This is an optimization exercise on Yosys and OpenROAD, whose aim is small area and a short achievable clock period, not a production implementation. Function was checked by simulation only, so behaviour that the tests miss may differ from the original. Power and IR drop assume default switching activity.

== R ==
Design timerTop, start of the top module:
module timerTop (
  input  wire                       CPUbus,
  input  wire                       arstN,
  input  wire                       hSel,
  input  wire [32-1:0]        hAddr,
  input  wire [1:0]                 hTrans,
  input  wire                       hWrite,
  input  wire [32-1:0]       hWdata,
  input  wire                       hReady,
  input  wire [2:0]                 evnt,
  output logic [32-1:0]      hRdata,
  output logic                      hReadyOut,
  output logic                      hResp,
  output logic [2-1:0]  pwm,
  output logic                      intr
);
Size: roughly 370 flip-flops, about 20000 sq um of cells after synthesis.
Settings: LEC_CHECK=0, CAP_MARGIN=20, CORE_MARGIN=2, CORE_UTILIZATION=50, CTS_CLUSTER_DIAMETER=60, CTS_CLUSTER_SIZE=20, SETUP_SLACK_MARGIN=2.5, SLEW_MARGIN=20, TNS_END_PERCENT=10; clock period 5.5 ns.
standard.sh (not shown) runs the stock make flow with config.mk's settings and CLKGATE_MAP_FILE= SYNTH_SCRIPT=/design/flow/synth_recipe.tcl, a recipe that flattens the netlist after the stock synthesis.
==> flow/flow/run.sh <==
#!/bin/bash
# Own layout flow: the standard flow (standard synthesis unchanged), with
# every input and output port buffered by a plain buf_2 instead of the buffer
# cell buffer_ports would pick by itself. Each tool's output goes to its own
# log file here; ORFS keeps its per-step logs under orfs/logs.
set -euo pipefail
export BUFFER_PORTS_ARGS="-buffer_cell sky130_fd_sc_hd__buf_2"
bash standard.sh synth > synth.log 2>&1
bash standard.sh finish > layout.log 2>&1
Edits applied to the flow inputs when going from R to S:
--- a/flow/design.v
+++ b/flow/design.v
@@ -170,33 +170,34 @@
   assign evCapture = pickEvent(cmc[7:6], evEdge);
   logic startReq, stopReq, timerClear, countEnable, step;
   assign startReq    = (wrTRS && hWdata[0]) || evStart;
   assign stopReq     = (wrTRS && hWdata[1]) || evStop;
   assign timerClear  = (wrTRS && hWdata[2]) || (startReq && tms[1]) || (stopReq && tms[2]);
   assign countEnable = (cmc[5:4] == 2'd0) || evCount;
   assign step        = running && countEnable;
-  function automatic logic [1:0] cmpGtEq(input logic [31:0] a, input logic [31:0] b);
-    logic [31:0] g, e;
-    g = a & ~b;
+  function automatic logic [1:0] cmpLtEq(input logic [31:0] a, input logic [31:0] b);
+    logic [31:0] l, e;
+    l = ~a & b;
     e = ~(a ^ b);
     for (int w = 1; w < 32; w = w * 2) begin
       for (int i = 0; i < 32; i = i + 2 * w) begin
-        g[i] = g[i + w] | (e[i + w] & g[i]);
+        l[i] = l[i + w] | (e[i + w] & l[i]);
         e[i] = e[i + w] & e[i];
       end
     end
-    cmpGtEq = {g[0], e[0]};
+    cmpLtEq = {l[0], e[0]};
   endfunction
-  logic periodMatch, zeroMatch, tvGePeriod, tvGtPeriod;
-  logic [1:0] cmpMatch, tvGtCmp;
-  assign {tvGtPeriod, periodMatch} = cmpGtEq(timerValue, period);
-  assign {tvGtCmp[0], cmpMatch[0]} = cmpGtEq(timerValue, compare0);
-  assign {tvGtCmp[1], cmpMatch[1]} = cmpGtEq(timerValue, compare1);
-  assign tvGePeriod  = tvGtPeriod | periodMatch;
-  assign zeroMatch   = ~|timerValue;
+  logic periodMatch, zeroMatch, tvGePeriod, tvLtPeriod;
+  logic [1:0] cmpMatch, tvGtCmp, tvLtCmp;
+  assign {tvLtPeriod, periodMatch} = cmpLtEq(timerValue, period);
+  assign {tvLtCmp[0], cmpMatch[0]} = cmpLtEq(timerValue, compare0);
+  assign {tvLtCmp[1], cmpMatch[1]} = cmpLtEq(timerValue, compare1);
+  assign tvGePeriod = !tvLtPeriod;
+  assign tvGtCmp    = ~tvLtCmp & ~cmpMatch;
+  assign zeroMatch  = ~|timerValue;
   logic xfer;   
   assign xfer = running && (countDown ? zeroMatch : periodMatch);
   logic [31:0] tvInc, tvDec, tvNext;
   logic        cdNext;
   always_comb begin
     for (int i = 0; i < 32; i++) begin
       tvInc[i] = timerValue[i] ^ (i == 0 ? 1'b1 :  (&(timerValue & ((32'd1 << i) - 32'd1) | ~((32'd1 << i) - 32'd1))));
==> run notes <==
- In the flow results for S and R, the worst slack at placement is larger on R.
- Post-CTS setup repair buffer count sits higher in S than in R.
- R has lower achievable clock frequency than S.
- As of S, count of cell types in the netlist had fallen by a few percent compared to R.
- R → S: via count of the routed design about even, setup slack after layout increased 0.083 ns.
- ~same synthesized-area fraction occupied by xor and xnor cells in S and R
- Relative to R, the power of S is higher by 51%.
- S -> R: share of cell area taken by flip-flops and latches flat
- Fraction of power consumed by combinational cells delta for S relative to R: 21 points higher
- In S, the met3 layer wire length in the routed design came out 5.5% above the value in R.
- Summary of S over R: clock tree cell share of total cell area closely matched the old numbers; total number of multi-input combinational cells now larger.

## static timing again, ports no longer ideal
The results above use ideal ports. As a check the final layouts listed here were re-extracted and re-timed, cells and wires unchanged.
Step 1 (the two cells are an assumption about what drives the block):
set clk [get_ports {CPUbus}]
set_driving_cell -lib_cell sky130_fd_sc_hd__clkbuf_16 $clk
set_driving_cell -lib_cell sky130_fd_sc_hd__buf_2 [delete_from_list [all_inputs] $clk]
Step 2 times the ports against the registers' clock, not the clock port: input delays grow and output delays shrink by t, the midpoint of the rising clock arrivals with the driver on.
a / b / c = ideal / step 1 / step 2; a / b = the first two.
run | t (ns) | slack for setup (ns) | latest minus earliest clock arrival (ns) | worst register clock-pin slew, ns | worst data-port slew with drivers (ns)
R | 0.615 | 2.387 / 2.331 / 2.253 | 0.018 / 0.018 | 0.09 / 0.09 | 0.05
S | 0.620 | 2.470 / 2.413 / 2.265 | 0.037 / 0.038 | 0.08 / 0.08 | 0.05
After both steps every run listed still meets setup and hold. For S, which loses most, drivers alone change the setup slack by -0.057 ns; drivers and shift together by -0.205 ns.
